From an optimization exercise on the open Yosys and OpenROAD flow, aimed at small area, a short achievable clock period and few clock cycles per item; shortcuts taken in it are not production practice.
The RTL was checked by simulation tests, not by an equivalence proof against the original design.

// adsr_envelope_generator_unit
module adsr_envelope_generator_unit
(
  input  logic        clk,
  input  logic        rst_n,
  input  logic        in_valid,
  output logic        in_stall,
  input  logic [24:0] in_data,
  output logic        out_valid,
  input  logic        out_stall,
  output logic [26:0] out_data,
  input  logic        cfg_we,
  input  logic [2:0]  cfg_index,
  input  logic [23:0] cfg_wdata
);
For scale: ~3000 cells after synthesis, about 210 flip-flops, ~86 I/O pins, ~0.026 mm² of cells after synthesis.
clock: 16.0 ns
lec_check: 0
abc_area: 1
cap_margin: 0
core_margin: 2
core_utilization: 60
slew_margin: 0
standard.sh (not shown) runs the stock make flow with config.mk's settings and CLKGATE_MAP_FILE= SYNTH_SCRIPT=/design/flow/synth_recipe.tcl, a recipe that flattens the netlist after the stock synthesis.
==> flow/flow/run.sh <==
#!/bin/bash
# Standard layout, with timing repair aiming at a setup slack margin of 7 ns
# (the constraints and clock period are the standard flow's own, unchanged).
set -euo pipefail
bash standard.sh SETUP_SLACK_MARGIN=7 finish > standard_flow.log 2>&1
Testbench counts at the start, summed over its fixed seeds: cycles 106,689, items 96,000.
==> next run, changes <==
==> flow/flow/run.sh (replaced) <==
#!/bin/bash
# Standard layout, with timing repair aiming at a setup slack margin of 9 ns
# (the constraints and clock period are the standard flow's own, unchanged).
set -euo pipefail
bash standard.sh SETUP_SLACK_MARGIN=9 finish > standard_flow.log 2>&1
- CAP_MARGIN: 0 -> 20
- CORE_UTILIZATION: 60 -> 55
- SLEW_MARGIN: 0 -> 20
Outcome: Register-to-register slack gains 0.95 ns. Cell area increases by 15%. Hold slack gets better by 0.026 ns. Wire length climbs by about 14%. Via count rises by about 5.5%.
==> next run, changes <==
==> flow/flow/run.sh (replaced) <==
#!/bin/bash
# Standard layout, with timing repair aiming at a setup slack margin of 8 ns
# (the constraints and clock period are the standard flow's own, unchanged).
set -euo pipefail
bash standard.sh SETUP_SLACK_MARGIN=8 finish > standard_flow.log 2>&1
- ABC_AREA: 1 -> not set
Effect: The changed run completed without violations; cell count drops by 11%; count of clock-buffer cells in the layout decreases by 1; sequential cell count is unchanged; worst hold slack loses 0.027 ns; sequential share of layout area came out higher by 0.69 points; worst setup slack gets worse by 0.64 ns; non-clock buffer count is lower by 24.
==> next run, changes <==
==> flow/flow/run.sh (replaced) <==
#!/bin/bash
# Standard layout, with timing repair aiming at a setup slack margin of 7 ns
# (the constraints and clock period are the standard flow's own, unchanged).
set -euo pipefail
bash standard.sh SETUP_SLACK_MARGIN=7 finish > standard_flow.log 2>&1
Global-route usage drops by 1.9 points. Routed wire length drops by 7.2%.
==> next run, changes <==
==> flow/flow/run.sh (replaced) <==
#!/bin/bash
# Standard layout, with timing repair aiming at a setup slack margin of 6 ns
# (the constraints and clock period are the standard flow's own, unchanged).
set -euo pipefail
bash standard.sh SETUP_SLACK_MARGIN=6 finish > standard_flow.log 2>&1
=> Setup slack loses 0.97 ns; wire length is lower slightly; global-route usage drops by 0.17 points.
==> next run, changes <==
==> flow/flow/run.sh (replaced) <==
#!/bin/bash
# Standard layout, with timing repair aiming at a setup slack margin of 7 ns
# (the constraints and clock period are the standard flow's own, unchanged).
set -euo pipefail
bash standard.sh SETUP_SLACK_MARGIN=7 finish > standard_flow.log 2>&1
- ABC_AREA: not set -> 1
Result: The changed run ran to the end with no violations; global-route usage came out higher by 0.21 points; synthesized cell count came out higher by 13%; maximum frequency came out higher by 13%; first-iteration DRC count came out higher by 19%; synthesized area hardly moves; final area came out higher by 1.7%; critical path depth came out higher by 7.

## v30
adsr_envelope_generator_unit again, from the RTL that the note above started with.
Design adsr_envelope_generator_unit, start of the top module:
module adsr_envelope_generator_unit
(
  input  logic        clk,
  input  logic        rst_n,
  input  logic        in_valid,
  output logic        in_stall,
  input  logic [24:0] in_data,
  output logic        out_valid,
  input  logic        out_stall,
  output logic [26:0] out_data,
  input  logic        cfg_we,
  input  logic [2:0]  cfg_index,
  input  logic [23:0] cfg_wdata
);
Settings: LEC_CHECK=0, ABC_AREA=1, CAP_MARGIN=20, CORE_MARGIN=2, CORE_UTILIZATION=55, SLEW_MARGIN=20; clock period 16.0 ns.
==> flow/flow/run.sh <==
#!/bin/bash
# Standard layout, with timing repair aiming at a setup slack margin of 8.5 ns
# (the constraints and clock period are the standard flow's own, unchanged).
set -euo pipefail
bash standard.sh SETUP_SLACK_MARGIN=8.5 finish > standard_flow.log 2>&1
Testbench counts of v30, summed over its fixed seeds: cycles 106,689, items 96,000.
What v23 does differently from v30 at the input level:
# v30
export LEC_CHECK = 0
export ABC_AREA = 1
export CAP_MARGIN = 20
export CORE_MARGIN = 2
export CORE_UTILIZATION = 55
export SLEW_MARGIN = 20
create_clock -name core_clock -period 16.0 [get_ports {clk}]
# v23
export LEC_CHECK = 0
export ABC_AREA = 1
export CAP_MARGIN = 20
export CORE_MARGIN = 2
export CORE_UTILIZATION = 60
export SLEW_MARGIN = 20
create_clock -name core_clock -period 16.0 [get_ports {clk}]
==> flow/flow/run.sh <==
#!/bin/bash
# Standard layout, with timing repair aiming at a setup slack margin of 8 ns
# (the constraints and clock period are the standard flow's own, unchanged).
set -euo pipefail
bash standard.sh SETUP_SLACK_MARGIN=8 finish > standard_flow.log 2>&1
[summary]
- Diff v30..v23 | netlist area before placement | negligible
- v23: initial standard-cell utilization of the core is 5.6 points higher than what v30 reported.
- [diff] wire length of the first global-routing pass, v23 relative to v30: improvement
- Per the comparison of v23 with v30, instance area after placement -about 0.64%; number of instances in the synthesized netlist held; maximum frequency has decreased; area added between synthesis and finish shrank by 6.0 points.

[re-timing with driven ports]
The flow's constraints put no driver on any port. The routed layouts listed below were extracted and timed again, unchanged, in two steps. Step 1: set_driving_cell puts a clkbuf_16 on clk and a buf_2 on each other input, an assumption about the parent block. Step 2, shift: input delay + t, output delay - t, t = (earliest + latest rising clock arrival at the registers) / 2. This alone moves slack from input paths to output paths. a / b / c = ideal ports / drivers / drivers and shift; a / b = the first two.
run	t, ns	slack for setup (ns)	worst register clock-pin slew, ns	worst slew at a driven data input, ns
the first run of note 1	0.546	7.362 / 7.362 / 7.362	0.07 / 0.07	0.05
the second run of note 1	0.543	8.316 / 8.316 / 8.316	0.07 / 0.07	0.04
the third run of note 1	0.564	7.677 / 7.677 / 7.677	0.07 / 0.07	0.05
the fourth run of note 1	0.558	7.216 / 7.216 / 7.216	0.07 / 0.07	0.04
the fifth run of note 1	0.554	6.242 / 6.242 / 6.242	0.07 / 0.07	0.04
the sixth run of note 1	0.557	7.335 / 7.335 / 7.335	0.08 / 0.08	0.04
v30	0.550	8.253 / 8.253 / 8.253	0.07 / 0.07	0.04
v23	0.550	8.050 / 8.050 / 8.050	0.08 / 0.08	0.05
After both steps every run listed still meets setup and hold.
